Background: an optimization exercise with open tools, aiming at small area. Do not read the settings as production practice. Function was checked by simulation only, so behaviour that the tests miss may differ from the original. Power figures rest on the tool's default switching activity, not on a simulated workload.

`design/flow/config.mk`:
```
export PLATFORM = sky130hd
export DESIGN_NAME = conflict_serializer
export DESIGN_NICKNAME = conflict_serializer
export VERILOG_FILES = /design/flow/design.v
export SDC_FILE = /design/flow/constraint.sdc
export NUM_CORES = 4
export LEC_CHECK = 0
export CAP_MARGIN = 20
export CORE_MARGIN = 2
export CORE_UTILIZATION = 70
export PLACE_DENSITY = 0.85
export SLEW_MARGIN = 20
```
`design/flow/constraint.sdc`:
```
create_clock -name core_clock -period 7.0 [get_ports {clk}]
set_input_delay 1.4000 -clock core_clock [delete_from_list [all_inputs] [get_ports {clk}]]
set_output_delay 1.4000 -clock core_clock [all_outputs]
set_load 0.01 [all_outputs]
```
`design/flow/design.v`:
```
`timescale 1ns/1ps
module conflict_serializer #(
   parameter int NUM_CORES         = 8,
   parameter int LIST_DEPTH        = 16,
   parameter int ALMOST_FULL_LEVEL = 12
) (
   input  logic                      clk,
   input  logic                      rstn,
   input  logic                      m_valid,
   input  logic [33:0]               m_task,
   input  logic [3:0]                m_slot,
   output logic                      m_ready,
   input  logic [NUM_CORES-1:0]      s_req,
   input  logic [2*NUM_CORES-1:0]    s_req_type,
   output logic [NUM_CORES-1:0]      s_grant,
   output logic [33:0]               s_task,
   output logic [3:0]                s_slot,
   input  logic                      fin_valid,
   input  logic [3:0]                fin_core,
   output logic                      almost_full,
   output logic                      all_cores_idle
);
   localparam int LD = LIST_DEPTH;
   localparam int NC = NUM_CORES;
   localparam int EW = 37;
   logic [LD-1:0]         valid_q;
   logic [LD-1:0]         confl_q;
   logic [LD-1:0][EW-1:0] ent_q;
   logic [4:0]            count_q;
   logic [NC-1:0]         gcore_q;
   logic [LD-1:0]         gpos_q;
   logic [NC-1:0]         run_valid_q;
   logic [NC-1:0][14:0]   run_key_q;
   logic [EW-1:0]         enq_ent;
   logic [14:0]           enq_key;
   logic [EW-1:0]         gnt_ent;
   logic                  grant_valid;
   logic                  push;
   logic [LD-1:0]         valid_r;
   logic [LD-1:0]         shift;
   logic [NC-1:0]         fin_sel;
   logic [14:0]           fin_key;
   logic                  fin_key_valid;
   logic [LD-1:0]         list_match;
   logic [NC-1:0]         run_match;
   logic                  new_confl;
   logic [LD-1:0]         clr_vec;
   logic [LD-1:0]         clr_one;
   logic [LD-1:0]         confl_c;
   logic [LD-1:0]         pend;
   logic [3:0][LD-1:0]    type_ready;
   logic [3:0]            type_any;
   logic [NC-1:0]         can_take;
   logic [NC-1:0]         core_one;
   logic                  core_found;
   logic [1:0]            sel_type;
   logic [LD-1:0]         core_ready;
   logic [LD-1:0]         ent_one;
   logic [LD-1:0]         gpos_d;
   assign enq_key = m_task[30:16];
   assign enq_ent = {m_slot, m_task[33:32], m_task[30:0]};
   always_comb begin
      gnt_ent = '0;
      for (int p = 0; p < LD; p++) begin
         gnt_ent = gnt_ent | ({EW{gpos_q[p]}} & ent_q[p]);
      end
   end
   assign grant_valid = |gcore_q;
   assign s_grant     = gcore_q;
   assign s_task      = {gnt_ent[32:31], 1'b0, gnt_ent[30:0]};
   assign s_slot      = gnt_ent[36:33];
   assign m_ready        = m_valid && !count_q[4];
   assign push           = m_valid && !count_q[4];
   assign almost_full    = count_q[4] || (count_q[3] && count_q[2]);
   assign all_cores_idle = (run_valid_q == '0);
   assign valid_r = valid_q & ~gpos_q;
   always_comb begin
      logic all_below;
      all_below = 1'b1;
      for (int p = 0; p < LD; p++) begin
         all_below = all_below && valid_r[p];
         shift[p]  = !all_below;
      end
   end
   always_comb begin
      fin_key = '0;
      for (int i = 0; i < NC; i++) begin
         fin_sel[i] = fin_valid && (fin_core == 4'(i));
         fin_key    = fin_key | ({15{fin_sel[i]}} & run_key_q[i]);
      end
   end
   assign fin_key_valid = |(fin_sel & run_valid_q);
   always_comb begin
      for (int p = 0; p < LD; p++) begin
         list_match[p] = valid_q[p] && (ent_q[p][30:16] == enq_key);
         clr_vec[p]    = fin_key_valid && valid_q[p] && (ent_q[p][30:16] == fin_key);
      end
      for (int i = 0; i < NC; i++) begin
         run_match[i] = run_valid_q[i] && !fin_sel[i] && (run_key_q[i] == enq_key);
      end
   end
   assign new_confl = (list_match != '0) || (run_match != '0);
   assign clr_one = clr_vec & ~(clr_vec - 1'b1);
   assign confl_c = confl_q & ~clr_one;
   always_comb begin
      for (int p = 0; p < LD; p++) begin
         pend[p]          = valid_r[p] && !confl_q[p];
         type_ready[0][p] = pend[p] && (ent_q[p][32:31] == 2'd0);
         type_ready[1][p] = pend[p] && (ent_q[p][32:31] == 2'd1);
         type_ready[2][p] = pend[p] && (ent_q[p][32:31] == 2'd2);
         type_ready[3][p] = pend[p];
      end
      for (int t = 0; t < 4; t++) type_any[t] = |type_ready[t];
      for (int i = 0; i < NC; i++) begin
         can_take[i] = s_req[i] && type_any[s_req_type[2*i +: 2]] && !gcore_q[i];
      end
   end
   assign core_one   = can_take & ~(can_take - 1'b1);
   assign core_found = |can_take;
   always_comb begin
      sel_type = '0;
      for (int i = 0; i < NC; i++) begin
         sel_type = sel_type | ({2{core_one[i]}} & s_req_type[2*i +: 2]);
      end
   end
   assign core_ready = type_ready[sel_type];
   assign ent_one    = core_ready & ~(core_ready - 1'b1);
   always_comb begin
      for (int p = 0; p < LD; p++) begin
         if (p == LD - 1) gpos_d[p] = ent_one[p] && !shift[p];
         else             gpos_d[p] = shift[p] ? ent_one[p+1] : ent_one[p];
      end
   end
   always_ff @(posedge clk) begin
      if (!rstn) begin
         gcore_q <= '0;
         gpos_q  <= '0;
      end else begin
         gcore_q <= core_one;
         gpos_q  <= core_found ? gpos_d : '0;
      end
   end
   always_ff @(posedge clk) begin
      for (int p = 0; p < LD - 1; p++) begin
         if (shift[p]) begin
            ent_q[p]   <= ent_q[p+1];
            confl_q[p] <= confl_c[p+1];
         end else begin
            confl_q[p] <= confl_c[p];
         end
      end
      if (shift[LD-1]) begin
         ent_q[LD-1]   <= enq_ent;
         confl_q[LD-1] <= new_confl;
      end else begin
         confl_q[LD-1] <= confl_c[LD-1];
      end
   end
   always_ff @(posedge clk) begin
      if (!rstn) begin
         valid_q <= '0;
         count_q <= '0;
      end else begin
         for (int p = 0; p < LD - 1; p++) begin
            valid_q[p] <= shift[p] ? valid_r[p+1] : valid_r[p];
         end
         valid_q[LD-1] <= shift[LD-1] ? push : valid_r[LD-1];
         case ({push, grant_valid})
            2'b10:   count_q <= count_q + 1'b1;
            2'b01:   count_q <= count_q - 1'b1;
            default: count_q <= count_q;
         endcase
      end
   end
   always_ff @(posedge clk) begin
      if (!rstn) begin
         run_valid_q <= '0;
      end else begin
         for (int i = 0; i < NC; i++) begin
            if (gcore_q[i])      run_valid_q[i] <= 1'b1;
            else if (fin_sel[i]) run_valid_q[i] <= 1'b0;
         end
      end
   end
   always_ff @(posedge clk) begin
      for (int i = 0; i < NC; i++) begin
         if (gcore_q[i]) run_key_q[i] <= gnt_ent[30:16];
      end
   end
endmodule
```
`design/flow/flow/run.sh`:
```
#!/bin/bash
# standard layout; clock tree without dummy loads and with larger sink clusters; small port buffers
bash standard.sh "BUFFER_PORTS_ARGS=-buffer_cell sky130_fd_sc_hd__buf_1" "CTS_ARGS=-sink_clustering_enable -repair_clock_nets -dont_use_dummy_load -sink_clustering_size 10 -sink_clustering_max_diameter 40 -buf_list sky130_fd_sc_hd__clkbuf_4" finish > standard.log 2>&1
```
`design/flow/standard.sh`:
```
#!/bin/bash
# synth_recipe.tcl (not shown) runs the flow's synth.tcl, then flattens the netlist and writes it again
# the make line also repeats each setting of config.mk as NAME=value (left out here)
make -C /OpenROAD-flow-scripts/flow DESIGN_CONFIG=/design/flow/config.mk WORK_HOME=/design/flow/orfs CLKGATE_MAP_FILE= SYNTH_SCRIPT=/design/flow/synth_recipe.tcl "${@:-finish}"
```
==> impl_metrics.prom, run 1 <==
# TYPE chip_impl_metric gauge
chip_impl_info{name="crit_end",value="ent_q[588]$_DFFE_PN_"} 1
chip_impl_info{name="rsz0062_at_grt",value="false"} 1
chip_impl_info{name="crit_path_cell_trace",value="and2b_2, clkinvlp_4, nor2_2, nand2_4, or2_2, or3_4, nand2b_4, or2_4, nand2b_4, or3_4, nand2b_4, nor2_1, clkinvlp_4, buf_4"} 1
chip_impl_metric{name="wire_length_of_the_first_global_routing_pass",unit="µm"} 197000
chip_impl_metric{name="count_of_final_max_slew_check_failures",unit=""} 0
chip_impl_metric{name="slew_hr",unit="%"} 19.6
chip_impl_metric{name="leak",unit="nW"} 13.2
chip_impl_info{name="synth_top_flop_cell",value="sky130_fd_sc_hd__edfxtp_1"} 1
chip_impl_info{name="start_kind",value="register"} 1
chip_impl_info{name="worst_path_dominant_cell_family",value="simple AND/OR/NAND/NOR gates"} 1
chip_impl_metric{name="crit_fanout",unit=""} 40
chip_impl_info{name="synth.top_cells.by_area",value="sky130_fd_sc_hd__edfxtp_1 (57%), sky130_fd_sc_hd__xnor2_1 (10%), sky130_fd_sc_hd__xor2_1 (4.1%)"} 1
chip_impl_metric{name="maxCapViolations",unit=""} 0
chip_impl_metric{name="hold_viol_final",unit=""} 0
chip_impl_metric{name="die_width",unit="µm"} 235
chip_impl_metric{name="remaining_drc_errors",unit=""} 0
chip_impl_info{name="synth_commonest_cells",value="sky130_fd_sc_hd__edfxtp_1 (712), sky130_fd_sc_hd__xnor2_1 (430), sky130_fd_sc_hd__nand4_1 (207), sky130_fd_sc_hd__xor2_1 (174), sky130_fd_sc_hd__nand3_1 (152)"} 1
chip_impl_metric{name="post_layout_nonfiller_instances",unit=""} 3694
chip_impl_metric{name="first_global_vias",unit=""} 28800
chip_impl_metric{name="placed_cell_area",unit="µm²"} 38900
chip_impl_metric{name="io_port_bufs",unit=""} 116
chip_impl_info{name="clock-root-buffer",value="sky130_fd_sc_hd__clkbuf_4"} 1
chip_impl_metric{name="clk_path_buf_depth",unit=""} 3
chip_impl_metric{name="area_of_the_die",unit="µm²"} 55300
chip_impl_metric{name="cts_resized",unit=""} 0
chip_impl_metric{name="synthDominantCellAreaShare",unit="%"} 57.2
chip_impl_metric{name="seq_area_frac_synth",unit="%"} 60.9
chip_impl_metric{name="cts_inserted_buffers",unit=""} 108
chip_impl_metric{name="post_synth_instance_area",unit="µm²"} 37400
chip_impl_info{name="critical_path.endpoint_type",value="register"} 1
chip_impl_metric{name="max_freq",unit="MHz"} 158
chip_impl_metric{name="initial_utilization",unit="%"} 71.0
chip_impl_metric{name="yosys_register_bits",unit=""} 781
chip_impl_info{name="worstReg2RegStart",value="valid_q[0]$_SDFF_PN0_"} 1
chip_impl_metric{name="chipHeight",unit="µm"} 235
chip_impl_metric{name="syn-instance-count",unit=""} 2854
chip_impl_info{name="timing.rr.end",value="ent_q[588]$_DFFE_PN_"} 1
chip_impl_info{name="tritoncts",value="done"} 1
chip_impl_metric{name="ctsHtreeMaxLevel",unit=""} 3
chip_impl_metric{name="num-nets-final",unit=""} 3078
chip_impl_info{name="critPathMostFrequentCell",value="sky130_fd_sc_hd__nand2b_4"} 1
chip_impl_metric{name="async_set_reset_flop_share_out_of_synthesis",unit="%"} 0
chip_impl_metric{name="drtPass1Iterations",unit=""} 7
chip_impl_metric{name="synth-edff-count",unit=""} 712
chip_impl_info{name="count_leader_synth",value="sky130_fd_sc_hd__edfxtp_1"} 1
chip_impl_metric{name="grt_start_max_net_pins",unit=""} 46
chip_impl_metric{name="io_pins",unit=""} 119
chip_impl_metric{name="placedCellCount",unit=""} 3580
chip_impl_info{name="critical_path.slowest_cell",value="sky130_fd_sc_hd__or3_4"} 1
chip_impl_metric{name="grt.overflow.total",unit=""} 0
chip_impl_metric{name="required",unit="ns"} 7.59
chip_impl_info{name="synth_top_area_cell",value="sky130_fd_sc_hd__edfxtp_1"} 1
chip_impl_metric{name="critPathArrivalTime",unit="ns"} 6.92
chip_impl_metric{name="worst_pin_slew",unit="ns"} 1.21
chip_impl_metric{name="grt_antenna_before_repair",unit=""} 9
chip_impl_metric{name="r2r_setup_slack",unit="ns"} 0.66
chip_impl_metric{name="crit_buf_inv",unit=""} 3
chip_impl_metric{name="hpwl_detailed",unit="µm"} 90700
chip_impl_info{name="critical_path_class",value="register to register"} 1
chip_impl_metric{name="finalWirelength",unit="µm"} 139000
chip_impl_metric{name="fillerInstances",unit=""} 3257
chip_impl_metric{name="post_cts_buffers",unit=""} 0
chip_impl_metric{name="vdd_ir_drop_max",unit="mV"} 0.198
chip_impl_metric{name="final_antenna_net_count",unit=""} 0
chip_impl_metric{name="cp_num_cells",unit=""} 14
chip_impl_metric{name="mean_number_of_vias_per_cell",unit=""} 8.06
chip_impl_metric{name="worst_skew_pair.late_latency",unit="ns"} 0.94
chip_impl_metric{name="min_period_over_period",unit="%"} 90.5
chip_impl_metric{name="worst-r2r-cell-count",unit=""} 14
chip_impl_metric{name="final.min_clock_period",unit="ns"} 6.34
chip_impl_metric{name="floorplan_core_area",unit="µm²"} 52700
chip_impl_metric{name="cts_sinks",unit=""} 781
chip_impl_metric{name="power_per_cell_area",unit="nW/µm²"} 221
chip_impl_metric{name="syn_area_per_cell",unit="µm²"} 13.1
chip_impl_info{name="status",value="timing/DRC/antenna clean"} 1
chip_impl_metric{name="final-setup-viol-count",unit=""} 0
chip_impl_metric{name="synthToLayoutAreaGrowth",unit="%"} 6.30
chip_impl_metric{name="mappedNetlistNets",unit=""} 2929
chip_impl_metric{name="max_stage_delay",unit="ns"} 0.72
chip_impl_metric{name="detail_route.iter0.violations",unit=""} 6023
chip_impl_metric{name="gp_routability_congestion",unit=""} 1.11
chip_impl_metric{name="clock_skew",unit="ns"} 0.0904
chip_impl_metric{name="worst_setup_hold_path_clk_slew",unit="ns"} 0.11
chip_impl_metric{name="wire_per_inst",unit="µm"} 37.7
chip_impl_info{name="worst_hold_path_type",value="register to register"} 1
chip_impl_metric{name="cts_stage_hold_buffer_count",unit=""} 0
chip_impl_metric{name="fin_setup_tns",unit="ns"} 0
chip_impl_metric{name="fraction_of_layout_instances_using_a_drive_strength_above_1",unit="%"} 10.3
chip_impl_metric{name="groute.usage.overall",unit="%"} 49.6
chip_impl_metric{name="yosysUniqueCellTypes",unit=""} 93
chip_impl_metric{name="final_area",unit="µm²"} 39800
chip_impl_metric{name="num_rows",unit=""} 84
chip_impl_metric{name="route.vias.total",unit=""} 29800
chip_impl_info{name="timing.critical_path.from",value="valid_q[0]$_SDFF_PN0_"} 1
chip_impl_metric{name="ys.warnings.count",unit=""} 1
## worst reg2reg max path, cell delays in order, from the launching register on
cell and delay (ns):
sky130_fd_sc_hd__dfxtp_1 0.46, sky130_fd_sc_hd__and2b_2 0.28, sky130_fd_sc_hd__clkinvlp_4 0.12, sky130_fd_sc_hd__nor2_2 0.35, sky130_fd_sc_hd__nand2_4 0.08, sky130_fd_sc_hd__or2_2 0.33
sky130_fd_sc_hd__or3_4 0.40, sky130_fd_sc_hd__nand2b_4 0.15, sky130_fd_sc_hd__or2_4 0.53, sky130_fd_sc_hd__nand2b_4 0.27, sky130_fd_sc_hd__or3_4 0.72, sky130_fd_sc_hd__nand2b_4 0.68
sky130_fd_sc_hd__nor2_1 0.57, sky130_fd_sc_hd__clkinvlp_4 0.60, sky130_fd_sc_hd__buf_4 0.45
## power by group
group	switching, mW	total, mW	internal [mW]	leakage (nW)
clock network	1.50	2.21	0.702	0.497
registers	0.291	5.61	5.31	8.00
logic	0.604	0.956	0.352	4.69
total	2.40	8.77	6.37	13.2
## layout make-up
| type | count | area, µm² | area share (%) |
|---|---|---|---|
| antenna | 5 | 12.5 | 0.0315 |
| inverter | 34 | 135 | 0.340 |
| timing repair buffer | 215 | 1200 | 3.03 |
| clock buffer | 108 | 811 | 2.04 |
| tap | 688 | 861 | 2.17 |
| multi-input combinational | 1863 | 14000 | 35.1 |
| sequential | 781 | 22800 | 57.3 |
## placed cells by master (no fill, tap or decap), drive strengths merged, types with 10 or more instances in the layout
master and count:
edfxtp 712, xnor2 430, nand4 209, buf 200
xor2 174, nand3 152, a221oi 151, a22o 149
clkbuf 123, nor2 73, nor4 72, dfxtp 69
nand2 65, a21oi 48, o21ai 35, inv 32
nand2b 31, nor3 24, nor2b 20, nor4b 16
nor3b 14, mux2i 12, or4 12, a2bb2oi 12
o21a 11, a41oi 10, or3b 10
## through the flow
step | setup slack [ns] | hold WS [ns] | utilization [%] | total power, mW
2_1_floorplan | 0.00417 | 0.426 | - | 6.18
3_3_place_gp | 0.931 | 0.430 | 73.9 | 6.54
3_5_place_dp | 0.802 | 0.436 | 73.9 | 6.58
4_1_cts | 0.779 | 0.393 | 75.4 | 8.67
5_1_grt | 0.531 | 0.439 | 75.5 | 8.95
6_report | 0.665 | 0.403 | 75.5 | 8.77
## sequential cells by signal (all words and copies together), names as in the netlist
signal,count
gcore_q,8
valid_q,16
count_q,5
gpos_q,16
run_key_q,120
run_valid_q,8
ent_q,592
confl_q,16
## kinds of logic (layout without fill, tap and decap cells)
group | after synthesis | in the layout | share of synthesized area (%)
AOI/OAI and AO/OA | 495 | 495 | 10.7
xor gates and xnor gates | 604 | 604 | 14.1
adders and majority gates | 5 | 5 | 0.187
buffers and inverters | 210 | 357 | 2.22
DFF | 781 | 781 | 60.9
muxes | 14 | 14 | 0.381
other | 1 | 6 | 0.0100
and+or+nand+nor | 744 | 744 | 11.5
## how the worst min path moves through the flow
| stage | startpoint | slack (ns) | to | cells after the start |
|---|---|---|---|---|
| floorplan | ent_q[220]$_DFFE_PN_ | 0.43 | ent_q[183]$_DFFE_PN_ | 0 |
| global placement | ent_q[458]$_DFFE_PN_ | 0.43 | ent_q[421]$_DFFE_PN_ | 0 |
| finish | ent_q[304]$_DFFE_PN_ | 0.40 | ent_q[267]$_DFFE_PN_ | 0 |
| detailed placement | ent_q[480]$_DFFE_PN_ | 0.44 | ent_q[443]$_DFFE_PN_ | 0 |
| CTS | ent_q[304]$_DFFE_PN_ | 0.39 | ent_q[267]$_DFFE_PN_ | 0 |
| global route | ent_q[304]$_DFFE_PN_ | 0.44 | ent_q[267]$_DFFE_PN_ | 0 |
## per-layer routing
| layer | track usage [%] | vias to the layer above | wire [µm] |
|---|---|---|---|
| met5 | 1.30 | - | 143 |
| met4 | 26.7 | 14 | 9750 |
| met3 | 22.6 | 818 | 27900 |
| met2 | 68.4 | 3532 | 56300 |
| met1 | 65.6 | 14000 | 45200 |
| li1 | - | 11400 | - |
==> run 2, diff against run 1 <==
--- a/design/flow/design.v
+++ b/design/flow/design.v
@@ -59,2 +59,10 @@
    logic [LD-1:0]         gpos_d;
+   function automatic logic [15:0] lowest16(input logic [15:0] x);
+      lowest16[0] = x[0];
+      for (int i = 1; i < 16; i++) lowest16[i] = x[i] && !(|(x & ((16'd1 << i) - 16'd1)));
+   endfunction
+   function automatic logic [7:0] lowest8(input logic [7:0] x);
+      lowest8[0] = x[0];
+      for (int i = 1; i < 8; i++) lowest8[i] = x[i] && !(|(x & ((8'd1 << i) - 8'd1)));
+   endfunction
    assign enq_key = m_task[30:16];
@@ -77,8 +85,3 @@
    always_comb begin
-      logic all_below;
-      all_below = 1'b1;
-      for (int p = 0; p < LD; p++) begin
-         all_below = all_below && valid_r[p];
-         shift[p]  = !all_below;
-      end
+      for (int p = 0; p < LD; p++) shift[p] = |(~valid_r & ((LD'(2) << p) - LD'(1)));
    end
@@ -102,3 +105,3 @@
    assign new_confl = (list_match != '0) || (run_match != '0);
-   assign clr_one = clr_vec & ~(clr_vec - 1'b1);
+   assign clr_one = lowest16(clr_vec);
    assign confl_c = confl_q & ~clr_one;
@@ -117,3 +120,3 @@
    end
-   assign core_one   = can_take & ~(can_take - 1'b1);
+   assign core_one   = lowest8(can_take);
    assign core_found = |can_take;
@@ -126,3 +129,3 @@
    assign core_ready = type_ready[sel_type];
-   assign ent_one    = core_ready & ~(core_ready - 1'b1);
+   assign ent_one    = lowest16(core_ready);
    always_comb begin
==> design/flow/flow/run.sh (replaced) <==
#!/bin/bash
# standard layout; clock tree without dummy loads and with larger sink clusters; small port buffers
bash standard.sh RECOVER_POWER=100 "BUFFER_PORTS_ARGS=-buffer_cell sky130_fd_sc_hd__buf_1" "CTS_ARGS=-sink_clustering_enable -repair_clock_nets -dont_use_dummy_load -sink_clustering_size 10 -sink_clustering_max_diameter 40 -buf_list sky130_fd_sc_hd__clkbuf_4" finish > standard.log 2>&1
==> impl_metrics.prom, run 2 <==
# TYPE chip_impl_metric gauge
chip_impl_metric{name="hold_viol_final",unit=""} 0
chip_impl_info{name="tritoncts",value="done"} 1
chip_impl_metric{name="wire_per_inst",unit="µm"} 39.0
chip_impl_metric{name="max_freq",unit="MHz"} 150
chip_impl_metric{name="vdd_ir_drop_max",unit="mV"} 0.229
chip_impl_metric{name="worst_skew_pair.late_latency",unit="ns"} 0.99
chip_impl_metric{name="required",unit="ns"} 5.60
chip_impl_metric{name="count_of_final_max_slew_check_failures",unit=""} 898
chip_impl_metric{name="leak",unit="nW"} 12.9
chip_impl_metric{name="critPathArrivalTime",unit="ns"} 5.25
chip_impl_metric{name="seq_area_frac_synth",unit="%"} 61.0
chip_impl_metric{name="crit_buf_inv",unit=""} 2
chip_impl_metric{name="remaining_drc_errors",unit=""} 0
chip_impl_metric{name="fillerInstances",unit=""} 3318
chip_impl_metric{name="worst_pin_slew",unit="ns"} 3.98
chip_impl_metric{name="io_pins",unit=""} 119
chip_impl_info{name="largest_registers",value="ent_q (592), run_key_q (120)"} 1
chip_impl_info{name="crit_path_cell_trace",value="clkbuf_1, a221oi_1, nand4_1, buf_1"} 1
chip_impl_metric{name="yosysUniqueCellTypes",unit=""} 102
chip_impl_info{name="worst_path_dominant_cell_family",value="buffers and inverters"} 1
chip_impl_metric{name="r2r_setup_slack",unit="ns"} 0.66
chip_impl_info{name="synth_top_area_cell",value="sky130_fd_sc_hd__edfxtp_1"} 1
chip_impl_metric{name="fraction_of_layout_instances_using_a_drive_strength_above_1",unit="%"} 8.32
chip_impl_metric{name="route.met3.wl",unit="µm"} 27500
chip_impl_info{name="synth.top_cells.by_area",value="sky130_fd_sc_hd__edfxtp_1 (57%), sky130_fd_sc_hd__xnor2_1 (12%), sky130_fd_sc_hd__dfxtp_1 (3.7%)"} 1
chip_impl_metric{name="cts_inserted_buffers",unit=""} 105
chip_impl_metric{name="gp_routability_congestion",unit=""} 1.11
chip_impl_metric{name="worst_setup_hold_path_clk_slew",unit="ns"} 0.11
chip_impl_metric{name="first_global_vias",unit=""} 28600
chip_impl_info{name="failed_layout_checks",value="max-capacitance violations, max-slew violations"} 1
chip_impl_metric{name="max_stage_delay",unit="ns"} 2.00
chip_impl_info{name="critical_path_class",value="register to output pin"} 1
chip_impl_metric{name="maxCapViolations",unit=""} 30
chip_impl_metric{name="groute.usage.overall",unit="%"} 50.9
chip_impl_metric{name="crit_fanout",unit=""} 28
chip_impl_info{name="layout_commonest_cell",value="sky130_fd_sc_hd__edfxtp_1"} 1
chip_impl_metric{name="chipHeight",unit="µm"} 235
chip_impl_metric{name="num_rows",unit=""} 84
chip_impl_metric{name="clk_path_buf_depth",unit=""} 3
chip_impl_metric{name="slew_hr",unit="%"} -165
chip_impl_metric{name="post_synth_instance_area",unit="µm²"} 37300
chip_impl_metric{name="floorplan_core_area",unit="µm²"} 52700
chip_impl_metric{name="cts_stage_hold_buffer_count",unit=""} 0
chip_impl_info{name="start_kind",value="register"} 1
chip_impl_metric{name="largest_register_ff_count",unit=""} 592
chip_impl_metric{name="finalHoldWorstSlack",unit="ns"} 0.420
chip_impl_metric{name="die_width",unit="µm"} 235
chip_impl_metric{name="mappedNetlistNets",unit=""} 2886
chip_impl_metric{name="drtPass1Iterations",unit=""} 7
chip_impl_info{name="synth_top_flop_cell",value="sky130_fd_sc_hd__edfxtp_1"} 1
chip_impl_metric{name="detail_route.iter0.violations",unit=""} 5559
chip_impl_metric{name="clock_skew",unit="ns"} 0.158
chip_impl_metric{name="ctsHtreeMaxLevel",unit=""} 3
chip_impl_metric{name="ys.warnings.count",unit=""} 1
chip_impl_metric{name="yosys_register_bits",unit=""} 781
chip_impl_metric{name="synthToLayoutAreaGrowth",unit="%"} 5.31
chip_impl_info{name="count_leader_synth",value="sky130_fd_sc_hd__edfxtp_1"} 1
chip_impl_metric{name="mean_number_of_vias_per_cell",unit=""} 8.04
chip_impl_metric{name="power_per_cell_area",unit="nW/µm²"} 224
chip_impl_metric{name="finalWirelength",unit="µm"} 143000
chip_impl_info{name="status",value="failed layout checks"} 1
chip_impl_metric{name="final_antenna_net_count",unit=""} 0
chip_impl_metric{name="final-setup-viol-count",unit=""} 0
chip_impl_metric{name="post_cts_buffers",unit=""} 0
chip_impl_info{name="routed.top_layer",value="met5"} 1
chip_impl_metric{name="wl_met2",unit="µm"} 57900
chip_impl_metric{name="synthDominantCellAreaShare",unit="%"} 57.3
chip_impl_metric{name="register_area",unit="µm²"} 22800
chip_impl_metric{name="async_set_reset_flop_share_out_of_synthesis",unit="%"} 0
chip_impl_metric{name="multi_input_area",unit="µm²"} 13700
chip_impl_metric{name="io_port_bufs",unit=""} 116
chip_impl_metric{name="min_period_over_period",unit="%"} 95.0
chip_impl_metric{name="grt.overflow.total",unit=""} 0
chip_impl_metric{name="syn_area_per_cell",unit="µm²"} 13.3
chip_impl_info{name="critical_path.endpoint_type",value="output pin"} 1
chip_impl_metric{name="initial_utilization",unit="%"} 70.9
chip_impl_metric{name="cts_sinks",unit=""} 781
chip_impl_metric{name="fin_setup_tns",unit="ns"} 0
chip_impl_metric{name="route.vias.total",unit=""} 29400
chip_impl_metric{name="grt_antenna_before_repair",unit=""} 6
chip_impl_metric{name="area_of_the_die",unit="µm²"} 55200
chip_impl_metric{name="synth-edff-count",unit=""} 712
chip_impl_metric{name="final.min_clock_period",unit="ns"} 6.65
chip_impl_info{name="worst_hold_path_type",value="register to register"} 1
chip_impl_metric{name="num-nets-final",unit=""} 3034
chip_impl_info{name="critical_path.slowest_cell",value="sky130_fd_sc_hd__clkbuf_1"} 1
chip_impl_metric{name="hpwl_detailed",unit="µm"} 92600
chip_impl_info{name="synth_commonest_cells",value="sky130_fd_sc_hd__edfxtp_1 (712), sky130_fd_sc_hd__xnor2_1 (522), sky130_fd_sc_hd__nand4_1 (184), sky130_fd_sc_hd__nand3_1 (172)"} 1
chip_impl_info{name="clock-root-buffer",value="sky130_fd_sc_hd__clkbuf_4"} 1
chip_impl_info{name="largest_register",value="ent_q"} 1
chip_impl_metric{name="wire_length_of_the_first_global_routing_pass",unit="µm"} 202000
chip_impl_info{name="rsz0062_at_grt",value="false"} 1
chip_impl_metric{name="grt_start_max_net_pins",unit=""} 43
chip_impl_metric{name="cts_resized",unit=""} 0
chip_impl_metric{name="syn-instance-count",unit=""} 2811
chip_impl_metric{name="total_routed_wire_length_on_the_met1_layer",unit="µm"} 46600
chip_impl_info{name="layout_common_cells",value="sky130_fd_sc_hd__edfxtp_1 (712), sky130_fd_sc_hd__xnor2_1 (522), sky130_fd_sc_hd__nand4_1 (184)"} 1
run 2: worst reg2reg max path, stage by stage (launching register included):
cell	delay [ns]
sky130_fd_sc_hd__dfxtp_1	0.67
sky130_fd_sc_hd__nor2b_1	0.39
sky130_fd_sc_hd__clkinv_1	0.13
sky130_fd_sc_hd__nor2_1	0.29
sky130_fd_sc_hd__nand2_1	0.19
sky130_fd_sc_hd__or2_2	0.34
sky130_fd_sc_hd__nor4_1	1.19
sky130_fd_sc_hd__nand2_2	0.10
sky130_fd_sc_hd__nor2_1	0.34
sky130_fd_sc_hd__nand2_2	0.09
sky130_fd_sc_hd__or3_2	0.51
sky130_fd_sc_hd__nor2_1	0.23
sky130_fd_sc_hd__nand2_1	0.58
sky130_fd_sc_hd__clkbuf_2	0.74
sky130_fd_sc_hd__nor3b_1	0.36
sky130_fd_sc_hd__and3_1	0.18
run 2: worst paths after layout:
check,startpoint,end,depth (start not counted)
setup / recovery,gpos_q[12]$_SDFF_PN0_,s_task[23],4
hold / removal,ent_q[181]$_DFFE_PN_,ent_q[144]$_DFFE_PN_,0
setup reg to reg,gpos_q[0]$_SDFF_PN0_,gpos_q[15]$_SDFF_PN0_,15
hold reg to reg,ent_q[181]$_DFFE_PN_,ent_q[144]$_DFFE_PN_,0
run 2: final cells by class:
type / instances / area share (%)
antenna: 9 / 0.0573
clock buffer: 105 / 2.00
inverter: 40 / 0.382
multi-input combinational: 1823 / 34.9
sequential: 781 / 57.9
tap: 688 / 2.19
timing repair buffer: 208 / 2.52
run 2: kinds of logic (layout without fill, tap and decap cells):
kind of cell / after synthesis / in the layout / share of synthesized area [%]
other cells: 1 / 10 / 0.0100
fa+ha+maj: 5 / 5 / 0.188
xor+xnor: 604 / 604 / 14.2
buf+inv: 207 / 353 / 2.22
flops: 781 / 781 / 61.0
simple gates: 724 / 724 / 11.6
compound gates: 468 / 468 / 10.2
mux: 21 / 21 / 0.590
run 2: layer usage:
metal | vias to the layer above | global-route usage (%)
li1 | 11200 | -
met1 | 13800 | 67.5
met2 | 3506 | 70.7
met3 | 845 | 22.4
met4 | 2 | 27.7
met5 | - | 0
run 2: stage by stage:
stage          power (mW)  util [%]  instance area [µm²]  cells  setup WS [ns]
4_1_cts              8.67      75.1                39500   3645           1.26
3_5_place_dp         6.60      73.6                38700   3540          0.781
5_1_grt              8.97      74.6                39300   3648          0.448
2_1_floorplan        6.19         -                37300   2811          0.633
6_report             8.80      74.7                39300   3654          0.347
3_3_place_gp         6.57      73.6                38700   3540          0.900
run 2: where the power goes:
group,switching [mW],internal (mW)
logic,0.605,0.374
registers,0.297,5.31
clock network,1.52,0.683
total,2.43,6.37
==> run 3, diff against run 2 <==
==> design/flow/flow/run.sh (replaced) <==
#!/bin/bash
# standard layout; clock tree without dummy loads and with larger sink clusters; small port buffers
bash standard.sh "BUFFER_PORTS_ARGS=-buffer_cell sky130_fd_sc_hd__buf_1" "CTS_ARGS=-sink_clustering_enable -repair_clock_nets -dont_use_dummy_load -sink_clustering_size 8 -sink_clustering_max_diameter 40 -buf_list sky130_fd_sc_hd__clkbuf_4" finish > standard.log 2>&1
==> impl_metrics.prom, run 3 <==
# TYPE chip_impl_metric gauge
chip_impl_info{name="status",value="timing/DRC/antenna clean"} 1
chip_impl_metric{name="ctsHtreeMaxLevel",unit=""} 3
chip_impl_info{name="crit_path_cell_trace",value="nor4b_1, a32oi_1, and4_1, nand3_2, mux2i_1, o22ai_1, and4b_1, o21ai_1, and2_1, o21ai_0, o311ai_2, nand4_2, nor3_2, and4_1"} 1
chip_impl_metric{name="io_pins",unit=""} 119
chip_impl_info{name="critPathMostFrequentCell",value="sky130_fd_sc_hd__and4_1"} 1
chip_impl_info{name="worst_hold_path_type",value="register to register"} 1
chip_impl_metric{name="async_set_reset_flop_share_out_of_synthesis",unit="%"} 0
chip_impl_info{name="critical_path.slowest_cell",value="sky130_fd_sc_hd__nor4b_1"} 1
chip_impl_info{name="worst_path_dominant_cell_family",value="simple AND/OR/NAND/NOR gates"} 1
chip_impl_metric{name="floorplan_core_area",unit="µm²"} 52700
chip_impl_metric{name="worst-r2r-cell-count",unit=""} 14
chip_impl_metric{name="synth-compound-area-share",unit="%"} 10.2
chip_impl_metric{name="cts_sinks",unit=""} 781
chip_impl_metric{name="final_antenna_net_count",unit=""} 0
chip_impl_metric{name="crit_buf_inv",unit=""} 0
chip_impl_metric{name="mean_number_of_vias_per_cell",unit=""} 8.10
chip_impl_info{name="synth_top_area_cell",value="sky130_fd_sc_hd__edfxtp_1"} 1
chip_impl_info{name="clock-root-buffer",value="sky130_fd_sc_hd__clkbuf_4"} 1
chip_impl_metric{name="num_rows",unit=""} 84
chip_impl_metric{name="mappedNetlistNets",unit=""} 2886
chip_impl_metric{name="initial_utilization",unit="%"} 70.9
chip_impl_metric{name="yosys.area_share.adder",unit="%"} 0.188
chip_impl_metric{name="wire_length_of_the_first_global_routing_pass",unit="µm"} 202000
chip_impl_info{name="critical_path.endpoint_type",value="register"} 1
chip_impl_info{name="largest_register",value="ent_q"} 1
chip_impl_metric{name="ys.warnings.count",unit=""} 1
chip_impl_info{name="synth_top_flop_cell",value="sky130_fd_sc_hd__edfxtp_1"} 1
chip_impl_metric{name="io_port_bufs",unit=""} 116
chip_impl_metric{name="seq_area_frac_synth",unit="%"} 61.0
chip_impl_metric{name="route.vias.total",unit=""} 29700
chip_impl_metric{name="syn_area_per_cell",unit="µm²"} 13.3
chip_impl_metric{name="synth-simple-area-share",unit="%"} 11.6
chip_impl_metric{name="worstHoldPathCells",unit=""} 0
chip_impl_metric{name="cts_stage_hold_buffer_count",unit=""} 0
chip_impl_info{name="timing.rr.end",value="gpos_q[14]$_SDFF_PN0_"} 1
chip_impl_metric{name="grt_antenna_before_repair",unit=""} 6
chip_impl_metric{name="detail_route.iter0.violations",unit=""} 5913
chip_impl_metric{name="first_global_vias",unit=""} 28800
chip_impl_metric{name="gp_routability_congestion",unit=""} 1.11
chip_impl_metric{name="clock_skew",unit="ns"} 0.203
chip_impl_metric{name="maxCapViolations",unit=""} 0
chip_impl_metric{name="finalWirelength",unit="µm"} 144000
chip_impl_metric{name="count_of_final_max_slew_check_failures",unit=""} 0
chip_impl_metric{name="num-nets-final",unit=""} 3048
chip_impl_metric{name="post_synth_instance_area",unit="µm²"} 37300
chip_impl_metric{name="cts_inserted_buffers",unit=""} 119
chip_impl_metric{name="max_freq",unit="MHz"} 162
chip_impl_info{name="synth.top_cells.by_area",value="sky130_fd_sc_hd__edfxtp_1 (57%), sky130_fd_sc_hd__xnor2_1 (12%), sky130_fd_sc_hd__dfxtp_1 (3.7%)"} 1
chip_impl_metric{name="die_width",unit="µm"} 235
chip_impl_metric{name="hold_viol_final",unit=""} 0
chip_impl_info{name="hold_start",value="ent_q[181]$_DFFE_PN_"} 1
chip_impl_metric{name="worst_pin_slew",unit="ns"} 1.28
chip_impl_metric{name="wire_per_inst",unit="µm"} 39.4
chip_impl_metric{name="worst_setup_hold_path_clk_slew",unit="ns"} 0.11
chip_impl_metric{name="yosysUniqueCellTypes",unit=""} 102
chip_impl_info{name="holdPathEnd",value="ent_q[144]$_DFFE_PN_"} 1
chip_impl_metric{name="worst_skew_pair.late_latency",unit="ns"} 1.07
chip_impl_info{name="layout_commonest_cell",value="sky130_fd_sc_hd__edfxtp_1"} 1
chip_impl_metric{name="drtPass1Iterations",unit=""} 10
chip_impl_metric{name="r2r_setup_slack",unit="ns"} 0.85
chip_impl_metric{name="final.min_clock_period",unit="ns"} 6.15
chip_impl_info{name="synth_commonest_cells",value="sky130_fd_sc_hd__edfxtp_1 (712), sky130_fd_sc_hd__xnor2_1 (522), sky130_fd_sc_hd__nand4_1 (184), sky130_fd_sc_hd__nand3_1 (172)"} 1
chip_impl_info{name="worstReg2RegStart",value="valid_q[9]$_SDFF_PN0_"} 1
chip_impl_metric{name="leak",unit="nW"} 13.2
chip_impl_metric{name="syn-instance-count",unit=""} 2811
chip_impl_info{name="main_combinational_cell_family_by_area_after_synthesis",value="XOR/XNOR gates"} 1
chip_impl_metric{name="fin_setup_tns",unit="ns"} 0
chip_impl_metric{name="cp_num_cells",unit=""} 14
chip_impl_metric{name="max_stage_delay",unit="ns"} 0.98
chip_impl_metric{name="slew_hr",unit="%"} 14.0
chip_impl_metric{name="remaining_drc_errors",unit=""} 0
chip_impl_metric{name="cts_resized",unit=""} 0
chip_impl_metric{name="crit_fanout",unit=""} 13
chip_impl_metric{name="synthToLayoutAreaGrowth",unit="%"} 6.22
chip_impl_metric{name="groute.usage.overall",unit="%"} 50.9
chip_impl_metric{name="required",unit="ns"} 7.84
chip_impl_metric{name="yosys_register_bits",unit=""} 781
chip_impl_metric{name="synth-edff-count",unit=""} 712
chip_impl_metric{name="min_period_over_period",unit="%"} 87.9
chip_impl_info{name="critical_path_class",value="register to register"} 1
chip_impl_metric{name="power_after_layout",unit="mW"} 8.93
chip_impl_metric{name="vdd_ir_drop_max",unit="mV"} 0.191
chip_impl_metric{name="final-setup-viol-count",unit=""} 0
chip_impl_metric{name="hpwl_detailed",unit="µm"} 92600
chip_impl_metric{name="fillerInstances",unit=""} 3245
chip_impl_metric{name="synthDominantCellAreaShare",unit="%"} 57.3
chip_impl_metric{name="area_of_the_die",unit="µm²"} 55200
chip_impl_info{name="rsz0062_at_grt",value="false"} 1
chip_impl_info{name="tritoncts",value="done"} 1
chip_impl_info{name="layout_common_cells",value="sky130_fd_sc_hd__edfxtp_1 (712), sky130_fd_sc_hd__xnor2_1 (522), sky130_fd_sc_hd__nand4_1 (184)"} 1
chip_impl_metric{name="critPathArrivalTime",unit="ns"} 6.99
chip_impl_metric{name="yosys.area_share.xor_xnor",unit="%"} 14.2
chip_impl_info{name="count_leader_synth",value="sky130_fd_sc_hd__edfxtp_1"} 1
chip_impl_metric{name="largest_register_ff_count",unit=""} 592
chip_impl_metric{name="synth.mux.area_fraction",unit="%"} 0.590
chip_impl_info{name="largest_registers",value="ent_q (592), run_key_q (120)"} 1
chip_impl_metric{name="power_per_cell_area",unit="nW/µm²"} 225
chip_impl_metric{name="grt.overflow.total",unit=""} 0
chip_impl_info{name="start_kind",value="register"} 1
chip_impl_metric{name="post_cts_buffers",unit=""} 0
chip_impl_metric{name="clk_path_buf_depth",unit=""} 3
chip_impl_metric{name="fraction_of_layout_instances_using_a_drive_strength_above_1",unit="%"} 11.0
chip_impl_metric{name="chipHeight",unit="µm"} 235
chip_impl_metric{name="grt_start_max_net_pins",unit=""} 43
run 3: cell counts after synthesis:
Identical to the previous run, type by type.
run 3: how the worst max path moves through the flow:
stage,from,endpoint,slack [ns]
2_1_floorplan,valid_q[0]$_SDFF_PN0_,gpos_q[15]$_SDFF_PN0_,0.63
3_3_place_gp,fin_core[2],confl_q[13]$_DFF_P_,0.90
3_5_place_dp,fin_core[2],confl_q[13]$_DFF_P_,0.78
4_1_cts,gpos_q[4]$_SDFF_PN0_,gpos_q[14]$_SDFF_PN0_,1.37
5_1_grt,valid_q[9]$_SDFF_PN0_,gpos_q[14]$_SDFF_PN0_,0.73
6_report,valid_q[9]$_SDFF_PN0_,gpos_q[14]$_SDFF_PN0_,0.85
run 3: area by class of cell:
class | instances | area [µm²] | share of cell area (%)
Antenna cell | 9 | 22.5 | 0.0568
Clock buffer | 119 | 893 | 2.25
Inverter | 40 | 150 | 0.379
Multi-Input combinational cell | 1823 | 13800 | 34.8
Sequential cell | 781 | 22800 | 57.4
Tap cell | 688 | 861 | 2.17
Timing Repair Buffer | 208 | 1160 | 2.92
run 3: kinds of logic (layout without fill, tap and decap cells):
family,after synthesis,after routing
flip-flops,781,781
AND/OR/NAND/NOR,724,724
XOR/XNOR,604,604
AO/OA/AOI/OAI,468,468
buffers and inverters,207,367
multiplexers,21,21
adder cells (fa/ha/maj),5,5
other,1,10
run 3: worst reg2reg max path: stages (launching register included):
cell and delay, ns:
sky130_fd_sc_hd__dfxtp_1 0.67, sky130_fd_sc_hd__nor4b_1 0.98, sky130_fd_sc_hd__a32oi_1 0.14, sky130_fd_sc_hd__and4_1 0.32, sky130_fd_sc_hd__nand3_2 0.22, sky130_fd_sc_hd__mux2i_1 0.11, sky130_fd_sc_hd__o22ai_1 0.37, sky130_fd_sc_hd__and4b_1 0.25
sky130_fd_sc_hd__o21ai_1 0.86, sky130_fd_sc_hd__and2_1 0.64, sky130_fd_sc_hd__o21ai_0 0.30, sky130_fd_sc_hd__o311ai_2 0.25, sky130_fd_sc_hd__nand4_2 0.28, sky130_fd_sc_hd__nor3_2 0.38, sky130_fd_sc_hd__and4_1 0.24
run 3: metrics by stage:
| step | setup slack (ns) | util (%) | hold WS [ns] | area (µm²) | instances |
|---|---|---|---|---|---|
| 2_1_floorplan | 0.633 | - | 0.427 | 37300 | 2811 |
| 6_report | 0.845 | 75.3 | 0.364 | 39700 | 3668 |
| 4_1_cts | 1.37 | 75.3 | 0.361 | 39600 | 3659 |
| 3_5_place_dp | 0.781 | 73.6 | 0.434 | 38700 | 3540 |
| 5_1_grt | 0.733 | 75.3 | 0.360 | 39700 | 3665 |
| 3_3_place_gp | 0.900 | 73.6 | 0.429 | 38700 | 3540 |
run 3: where the power goes:
part	leakage [nW]	switching (mW)	total (mW)	internal (mW)
logic	4.66	0.610	0.980	0.370
registers	7.97	0.300	5.61	5.31
clock network	0.548	1.57	2.34	0.771
run 3: layer usage:
layer  track usage, %  share of wire (%)
met1             67.3                 32
met2             70.3                 41
met3             22.6                 20
met4             28.7                7.5
met5                0              0.019
==> run 4, diff against run 3 <==
--- a/design/flow/config.mk
+++ b/design/flow/config.mk
@@ -9,4 +9,4 @@
 export CORE_MARGIN = 2
-export CORE_UTILIZATION = 70
-export PLACE_DENSITY = 0.85
+export CORE_UTILIZATION = 60
+export PLACE_DENSITY = 0.75
 export SLEW_MARGIN = 20
==> impl_metrics.prom, run 4 <==
# TYPE chip_impl_metric gauge
chip_impl_info{name="status",value="timing/DRC/antenna clean"} 1
chip_impl_metric{name="cts_inserted_buffers",unit=""} 135
chip_impl_info{name="clock-root-buffer",value="sky130_fd_sc_hd__clkbuf_4"} 1
chip_impl_metric{name="grt_start_max_net_pins",unit=""} 69
chip_impl_metric{name="drtPass1Iterations",unit=""} 6
chip_impl_metric{name="mean_number_of_vias_per_cell",unit=""} 7.49
chip_impl_info{name="rsz0062_at_grt",value="false"} 1
chip_impl_metric{name="clk_path_buf_depth",unit=""} 3
chip_impl_metric{name="wl_met2",unit="µm"} 61300
chip_impl_info{name="count_leader_synth",value="sky130_fd_sc_hd__edfxtp_1"} 1
chip_impl_metric{name="max_freq",unit="MHz"} 182
chip_impl_metric{name="crit_fanout",unit=""} 27
chip_impl_metric{name="initial_utilization",unit="%"} 60.6
chip_impl_metric{name="route.vias.total",unit=""} 28800
chip_impl_info{name="holdPathEnd",value="ent_q[303]$_DFFE_PN_"} 1
chip_impl_metric{name="post_cts_buffers",unit=""} 0
chip_impl_info{name="critical_path_class",value="register to output pin"} 1
chip_impl_metric{name="final.min_clock_period",unit="ns"} 5.49
chip_impl_metric{name="ctsHtreeMaxLevel",unit=""} 4
chip_impl_metric{name="post_synth_instance_area",unit="µm²"} 37300
chip_impl_metric{name="mappedNetlistNets",unit=""} 2886
chip_impl_info{name="layout_commonest_cell",value="sky130_fd_sc_hd__edfxtp_1"} 1
chip_impl_info{name="largest_register",value="ent_q"} 1
chip_impl_metric{name="wire_length_of_the_first_global_routing_pass",unit="µm"} 203000
chip_impl_metric{name="vdd_ir_drop_max",unit="mV"} 0.188
chip_impl_metric{name="io_port_bufs",unit=""} 116
chip_impl_metric{name="chipHeight",unit="µm"} 253
chip_impl_metric{name="yosysUniqueCellTypes",unit=""} 102
chip_impl_metric{name="required",unit="ns"} 5.60
chip_impl_metric{name="worst_setup_hold_path_clk_slew",unit="ns"} 0.09
chip_impl_metric{name="cts_stage_hold_buffer_count",unit=""} 0
chip_impl_metric{name="seq_area_frac_synth",unit="%"} 61.0
chip_impl_metric{name="async_set_reset_flop_share_out_of_synthesis",unit="%"} 0
chip_impl_metric{name="io_pins",unit=""} 119
chip_impl_metric{name="slew_hr",unit="%"} 24.9
chip_impl_metric{name="total_routed_wire_length_on_the_met1_layer",unit="µm"} 51300
chip_impl_metric{name="remaining_drc_errors",unit=""} 0
chip_impl_info{name="timing.rr.end",value="gpos_q[9]$_SDFF_PN0_"} 1
chip_impl_metric{name="worstHoldPathCells",unit=""} 0
chip_impl_metric{name="leak",unit="nW"} 13.3
chip_impl_metric{name="gp_routability_congestion",unit=""} 1.08
chip_impl_metric{name="finalHoldWorstSlack",unit="ns"} 0.383
chip_impl_info{name="critical_path.endpoint_type",value="output pin"} 1
chip_impl_metric{name="first_global_vias",unit=""} 27500
chip_impl_metric{name="hold_viol_final",unit=""} 0
chip_impl_metric{name="largest_register_ff_count",unit=""} 592
chip_impl_metric{name="finalWirelength",unit="µm"} 146000
chip_impl_metric{name="cts_sinks",unit=""} 781
chip_impl_info{name="routed.top_layer",value="met5"} 1
chip_impl_info{name="start_kind",value="register"} 1
chip_impl_metric{name="groute.usage.overall",unit="%"} 45.7
chip_impl_metric{name="fin_setup_tns",unit="ns"} 0
chip_impl_metric{name="grt_antenna_before_repair",unit=""} 4
chip_impl_info{name="tritoncts",value="done"} 1
chip_impl_metric{name="fraction_of_layout_instances_using_a_drive_strength_above_1",unit="%"} 11.8
chip_impl_metric{name="die_width",unit="µm"} 253
chip_impl_metric{name="hpwl_detailed",unit="µm"} 97000
chip_impl_metric{name="floorplan_core_area",unit="µm²"} 61600
chip_impl_metric{name="worst_pin_slew",unit="ns"} 1.13
chip_impl_info{name="synth.top_cells.by_area",value="sky130_fd_sc_hd__edfxtp_1 (57%), sky130_fd_sc_hd__xnor2_1 (12%), sky130_fd_sc_hd__dfxtp_1 (3.7%)"} 1
chip_impl_metric{name="route.met3.wl",unit="µm"} 23400
chip_impl_metric{name="final-setup-viol-count",unit=""} 0
chip_impl_metric{name="synthToLayoutAreaGrowth",unit="%"} 7.26
chip_impl_metric{name="grt.overflow.total",unit=""} 0
chip_impl_metric{name="final_antenna_net_count",unit=""} 0
chip_impl_metric{name="min_period_over_period",unit="%"} 78.4
chip_impl_info{name="worstReg2RegStart",value="valid_q[6]$_SDFF_PN0_"} 1
chip_impl_metric{name="synth-edff-count",unit=""} 712
chip_impl_metric{name="worst_skew_pair.late_latency",unit="ns"} 1.08
chip_impl_metric{name="syn-instance-count",unit=""} 2811
chip_impl_metric{name="syn_area_per_cell",unit="µm²"} 13.3
chip_impl_info{name="worst_hold_path_type",value="register to register"} 1
chip_impl_metric{name="area_of_the_die",unit="µm²"} 64200
chip_impl_info{name="synth_top_area_cell",value="sky130_fd_sc_hd__edfxtp_1"} 1
chip_impl_metric{name="count_of_final_max_slew_check_failures",unit=""} 0
chip_impl_info{name="hold_start",value="ent_q[340]$_DFFE_PN_"} 1
chip_impl_metric{name="yosys_register_bits",unit=""} 781
chip_impl_metric{name="fillerInstances",unit=""} 4581
chip_impl_metric{name="synthDominantCellAreaShare",unit="%"} 57.3
chip_impl_info{name="largest_registers",value="ent_q (592), run_key_q (120)"} 1
chip_impl_metric{name="r2r_setup_slack",unit="ns"} 1.53
chip_impl_metric{name="cts_resized",unit=""} 0
chip_impl_metric{name="critPathArrivalTime",unit="ns"} 4.09
chip_impl_info{name="synth_top_flop_cell",value="sky130_fd_sc_hd__edfxtp_1"} 1
chip_impl_metric{name="maxCapViolations",unit=""} 0
chip_impl_metric{name="clock_skew",unit="ns"} 0.128
chip_impl_metric{name="num_rows",unit=""} 91
chip_impl_info{name="synth_commonest_cells",value="sky130_fd_sc_hd__edfxtp_1 (712), sky130_fd_sc_hd__xnor2_1 (522), sky130_fd_sc_hd__nand4_1 (184), sky130_fd_sc_hd__nand3_1 (172)"} 1
chip_impl_metric{name="ys.warnings.count",unit=""} 1
chip_impl_metric{name="worst-r2r-cell-count",unit=""} 15
chip_impl_metric{name="wire_per_inst",unit="µm"} 38.1
chip_impl_info{name="layout_common_cells",value="sky130_fd_sc_hd__edfxtp_1 (712), sky130_fd_sc_hd__xnor2_1 (522), sky130_fd_sc_hd__nand4_1 (184)"} 1
chip_impl_metric{name="num-nets-final",unit=""} 3075
chip_impl_metric{name="power_per_cell_area",unit="nW/µm²"} 225
chip_impl_metric{name="detail_route.iter0.violations",unit=""} 4733
run 4: cell types whose count changed in the layout (fill, tap and decap cells not counted):
cell,before,now
sky130_fd_sc_hd__buf_4,91,102
sky130_fd_sc_hd__clkbuf_4,119,135
sky130_fd_sc_hd__diode_2,9,5
sky130_fd_sc_hd__nor2_2,18,16
sky130_fd_sc_hd__nor2_4,2,4
run 4: how the worst max path moves through the flow:
stage | start | to | slack, ns | cells after the start
finish | gpos_q[1]$_SDFF_PN0_ | s_task[28] | 1.51 | 5
global route | valid_q[6]$_SDFF_PN0_ | gpos_q[9]$_SDFF_PN0_ | 1.34 | 15
CTS | gpos_q[7]$_SDFF_PN0_ | s_task[28] | 1.72 | 5
detailed placement | fin_core[2] | confl_q[13]$_DFF_P_ | 1.09 | 16
global placement | fin_core[2] | confl_q[13]$_DFF_P_ | 1.11 | 15
floorplan | valid_q[0]$_SDFF_PN0_ | gpos_q[15]$_SDFF_PN0_ | 0.63 | 16
run 4: per-layer routing:
| layer | track usage [%] | up-vias |
|---|---|---|
| met5 | 0 | - |
| met4 | 27.0 | 2 |
| met3 | 14.6 | 626 |
| met2 | 64.9 | 2892 |
| met1 | 61.5 | 13900 |
| li1 | - | 11300 |
run 4: final cells by class:
| class | instances | area [µm²] | area share, % |
|---|---|---|---|
| repair buffers | 219 | 1240 | 3.10 |
| diodes | 5 | 12.5 | 0.0312 |
| inverters | 40 | 150 | 0.375 |
| well taps | 837 | 1050 | 2.61 |
| flip-flops and latches | 781 | 22800 | 56.9 |
| multi-input cells | 1823 | 13800 | 34.5 |
| clock buffers | 135 | 1010 | 2.53 |
run 4: cells by family (layout without fill, tap and decap cells):
kind of cell	Yosys count	count (layout)	synth area share (%)
DFF	781	781	61.0
and+or+nand+nor	724	724	11.6
xor gates and xnor gates	604	604	14.2
AOI/OAI and AO/OA	468	468	10.2
buffers and inverters	207	394	2.22
muxes	21	21	0.590
adders and majority gates	5	5	0.188
other	1	6	0.0100
run 4: critical path, cell delays in order (launching register included):
cell and delay, ns:
sky130_fd_sc_hd__dfxtp_2 0.46, sky130_fd_sc_hd__buf_4 0.39, sky130_fd_sc_hd__a22o_1 0.29, sky130_fd_sc_hd__a221oi_1 0.55, sky130_fd_sc_hd__nand4_1 1.00, sky130_fd_sc_hd__buf_1 0.38
run 4: where the power goes:
group / switching [mW] / total, mW / internal (mW) / leakage [nW]
combinational: 0.589 / 0.963 / 0.374 / 4.72
clock: 1.58 / 2.46 / 0.883 / 0.621
sequential: 0.291 / 5.60 / 5.31 / 7.97
run 4: metrics by stage:
| step | utilization, % | worst slack [ns] | power (mW) | instance area, µm² | cells |
|---|---|---|---|---|---|
| 2_1_floorplan | - | 0.633 | 6.19 | 37300 | 2811 |
| 3_3_place_gp | 63.3 | 1.11 | 6.59 | 39000 | 3700 |
| 3_5_place_dp | 63.3 | 1.09 | 6.61 | 39000 | 3700 |
| 4_1_cts | 65.0 | 1.72 | 8.98 | 40000 | 3835 |
| 5_1_grt | 65.0 | 1.34 | 9.27 | 40100 | 3840 |
| 6_report | 65.0 | 1.51 | 9.03 | 40100 | 3840 |
==> run 5, diff against run 4 <==
==> design/flow/flow/run.sh (replaced) <==
#!/bin/bash
# standard layout; clock tree without dummy loads and with larger sink clusters; small port buffers
bash standard.sh "BUFFER_PORTS_ARGS=-buffer_cell sky130_fd_sc_hd__buf_1" "CTS_ARGS=-sink_clustering_enable -repair_clock_nets -dont_use_dummy_load -sink_clustering_size 16 -sink_clustering_max_diameter 50 -buf_list sky130_fd_sc_hd__clkbuf_8" finish > standard.log 2>&1
==> impl_metrics.prom, run 5 <==
# TYPE chip_impl_metric gauge
chip_impl_metric{name="clk_path_buf_depth",unit=""} 3
chip_impl_metric{name="fraction_of_layout_instances_using_a_drive_strength_above_1",unit="%"} 10.1
chip_impl_metric{name="wire_length_of_the_first_global_routing_pass",unit="µm"} 203000
chip_impl_metric{name="worst_skew_pair.late_latency",unit="ns"} 0.75
chip_impl_metric{name="leak",unit="nW"} 13.2
chip_impl_metric{name="worst_setup_hold_path_clk_slew",unit="ns"} 0.10
chip_impl_metric{name="drtPass1Iterations",unit=""} 6
chip_impl_metric{name="worst_pin_slew",unit="ns"} 1.13
chip_impl_info{name="count_leader_synth",value="sky130_fd_sc_hd__edfxtp_1"} 1
chip_impl_metric{name="cts_inserted_buffers",unit=""} 76
chip_impl_metric{name="post_layout_nonfiller_instances",unit=""} 3778
chip_impl_metric{name="fin_setup_tns",unit="ns"} 0
chip_impl_metric{name="grt_antenna_before_repair",unit=""} 6
chip_impl_info{name="worst_path_dominant_cell_family",value="simple AND/OR/NAND/NOR gates"} 1
chip_impl_metric{name="num_rows",unit=""} 91
chip_impl_metric{name="power.sequential.fraction",unit="%"} 61.8
chip_impl_info{name="rsz0062_at_grt",value="false"} 1
chip_impl_metric{name="final_antenna_net_count",unit=""} 0
chip_impl_metric{name="yosys_register_bits",unit=""} 781
chip_impl_info{name="crit_path_cell_trace",value="nor3b_1, nor4_1, nand2_1, o31a_1, nand4_1, o211ai_2, o21ba_1, a211oi_1, buf_4, and2_1, o21ai_0, nand3_1, nand4_2, nor3b_2, and4_1"} 1
chip_impl_metric{name="slew_hr",unit="%"} 24.4
chip_impl_metric{name="wire_per_inst",unit="µm"} 38.7
chip_impl_metric{name="grt_start_max_net_pins",unit=""} 69
chip_impl_metric{name="detail_route.iter0.violations",unit=""} 4804
chip_impl_metric{name="ys.warnings.count",unit=""} 1
chip_impl_metric{name="placedCellCount",unit=""} 3700
chip_impl_info{name="synth_top_flop_cell",value="sky130_fd_sc_hd__edfxtp_1"} 1
chip_impl_metric{name="die_width",unit="µm"} 253
chip_impl_info{name="status",value="timing/DRC/antenna clean"} 1
chip_impl_info{name="critical_path.endpoint_type",value="register"} 1
chip_impl_metric{name="required",unit="ns"} 7.59
chip_impl_metric{name="power_per_cell_area",unit="nW/µm²"} 226
chip_impl_metric{name="hpwl_detailed",unit="µm"} 97000
chip_impl_metric{name="initial_utilization",unit="%"} 60.6
chip_impl_metric{name="crit_buf_inv",unit=""} 1
chip_impl_metric{name="p_sw",unit="mW"} 2.41
chip_impl_metric{name="finalWirelength",unit="µm"} 146000
chip_impl_metric{name="maxCapViolations",unit=""} 0
chip_impl_metric{name="synthDominantCellAreaShare",unit="%"} 57.3
chip_impl_metric{name="count_of_final_max_slew_check_failures",unit=""} 0
chip_impl_info{name="critical_path.slowest_cell",value="sky130_fd_sc_hd__nor3b_1"} 1
chip_impl_info{name="layout_commonest_cell",value="sky130_fd_sc_hd__edfxtp_1"} 1
chip_impl_metric{name="syn_area_per_cell",unit="µm²"} 13.3
chip_impl_metric{name="synthToLayoutAreaGrowth",unit="%"} 7.33
chip_impl_metric{name="final.min_clock_period",unit="ns"} 5.50
chip_impl_metric{name="cts_stage_hold_buffer_count",unit=""} 0
chip_impl_metric{name="proportion_of_power_drawn_by_combinational_gates",unit="%"} 10.6
chip_impl_metric{name="async_set_reset_flop_share_out_of_synthesis",unit="%"} 0
chip_impl_info{name="clock-root-buffer",value="sky130_fd_sc_hd__clkbuf_8"} 1
chip_impl_info{name="synth_top_area_cell",value="sky130_fd_sc_hd__edfxtp_1"} 1
chip_impl_info{name="largest_registers",value="ent_q (592), run_key_q (120)"} 1
chip_impl_info{name="largest_register",value="ent_q"} 1
chip_impl_metric{name="crit_fanout",unit=""} 13
chip_impl_metric{name="vdd_ir_drop_max",unit="mV"} 0.184
chip_impl_info{name="tritoncts",value="done"} 1
chip_impl_metric{name="swShare",unit="%"} 26.6
chip_impl_metric{name="clock_skew",unit="ns"} 0.119
chip_impl_metric{name="seq_area_frac_synth",unit="%"} 61.0
chip_impl_metric{name="fillerInstances",unit=""} 4548
chip_impl_info{name="synth.top_cells.by_area",value="sky130_fd_sc_hd__edfxtp_1 (57%), sky130_fd_sc_hd__xnor2_1 (12%), sky130_fd_sc_hd__dfxtp_1 (3.7%)"} 1
chip_impl_metric{name="max_stage_delay",unit="ns"} 0.82
chip_impl_info{name="start_kind",value="register"} 1
chip_impl_metric{name="floorplan_core_area",unit="µm²"} 61600
chip_impl_metric{name="cts_resized",unit=""} 0
chip_impl_info{name="critical_path_class",value="register to register"} 1
chip_impl_info{name="synth_commonest_cells",value="sky130_fd_sc_hd__edfxtp_1 (712), sky130_fd_sc_hd__xnor2_1 (522), sky130_fd_sc_hd__nand4_1 (184), sky130_fd_sc_hd__nand3_1 (172)"} 1
chip_impl_metric{name="ctsHtreeMaxLevel",unit=""} 3
chip_impl_metric{name="num-nets-final",unit=""} 3016
chip_impl_metric{name="io_port_bufs",unit=""} 116
chip_impl_metric{name="syn-instance-count",unit=""} 2811
chip_impl_metric{name="mean_number_of_vias_per_cell",unit=""} 7.56
-- run 5: cell counts after synthesis --
Identical to the previous run, type by type.
-- run 5: final timing paths --
check / from / end / slack [ns] / cells past startpoint
max: valid_q[6]$_SDFF_PN0_ / gpos_q[10]$_SDFF_PN0_ / 1.50 / 15
min: ent_q[403]$_DFFE_PN_ / ent_q[366]$_DFFE_PN_ / 0.40 / 0
min reg2reg: ent_q[403]$_DFFE_PN_ / ent_q[366]$_DFFE_PN_ / 0.40 / 0
max reg2reg: valid_q[6]$_SDFF_PN0_ / gpos_q[10]$_SDFF_PN0_ / 1.50 / 15
-- run 5: area by class of cell --
| type | instances | area [µm²] | share of cell area [%] |
|---|---|---|---|
| Timing Repair Buffer | 219 | 1240 | 3.09 |
| Antenna cell | 2 | 5.00 | 0.0125 |
| Inverter | 40 | 150 | 0.375 |
| Clock buffer | 76 | 1050 | 2.61 |
| Multi-Input combinational cell | 1823 | 13800 | 34.4 |
| Tap cell | 837 | 1050 | 2.61 |
| Sequential cell | 781 | 22800 | 56.8 |
-- run 5: logic make-up after synthesis --
logic type                 synth area share, %
DFF                                       61.0
adders and majority gates                0.188
other                                   0.0100
muxes                                    0.590
buffers and inverters                     2.22
AOI/OAI and AO/OA                         10.2
xor gates and xnor gates                  14.2
and+or+nand+nor                           11.6
-- run 5: metrics by stage --
step / power, mW / setup WS, ns / cell area (µm²) / utilization (%) / hold WS [ns]
after floorplan: 6.19 / 0.633 / 37300 / - / 0.427
after global placement: 6.59 / 1.11 / 39000 / 63.3 / 0.428
after detailed placement: 6.61 / 1.09 / 39000 / 63.3 / 0.434
after CTS: 9.00 / 1.76 / 40100 / 65.0 / 0.399
after global routing: 9.26 / 1.29 / 40100 / 65.1 / 0.418
final: 9.06 / 1.50 / 40100 / 65.1 / 0.402
-- run 5: routing by layer --
metal / global-route usage, % / up-vias / wire (µm)
met4: 26.4 / 2 / 10200
li1: - / 11100 / -
met3: 14.1 / 625 / 22900
met2: 65.0 / 2875 / 61300
met1: 61.6 / 13900 / 51600
met5: 0 / - / 13
-- run 5: power by group through the flow --
stage	Sequential [mW]	Combinational [mW]	Clock, mW
after global routing	5.61	1.01	2.64
after global placement	5.67	0.915	0
after floorplan	5.56	0.636	0
after CTS	5.58	0.933	2.48
after detailed placement	5.69	0.927	0
final	5.60	0.964	2.49

-- static timing again, ports no longer ideal --
How much do the figures lean on ideal ports? The routed layouts below were timed once more, with nothing changed but the port constraints. Step 1 assumes that a clkbuf_16 drives the clock port and a buf_2 every other input. Step 2 adds t to the input delays and takes it off the output delays; t is the mean of the earliest and latest rising clock arrival at the registers after step 1. Input paths then give back, and output paths get back, about the clock's delay inside the block. Slacks: ideal ports / drivers / drivers and shift; pairs: ideal ports / drivers.
run	shift t [ns]	slack for setup (ns)	clock arrival spread, ns	slew at the worst register clock pin (ns)	pins driven straight from the clock port
run 1	0.959	0.665 / 0.665 / 0.665	0.103 / 0.103	0.12 / 0.12	1
run 2	0.974	0.347 / 0.288 / -0.277	0.160 / 0.161	0.12 / 0.12	1
run 3	1.028	0.845 / 0.845 / 0.431	0.203 / 0.203	0.11 / 0.11	1
run 4	1.073	1.509 / 1.450 / 0.770	0.133 / 0.132	0.10 / 0.10	1
run 5	0.754	1.498 / 1.498 / 0.785	0.119 / 0.118	0.11 / 0.11	1
The setup slack of run 4, which loses most, moves by -0.059 ns with the drivers and by -0.739 ns with both steps.
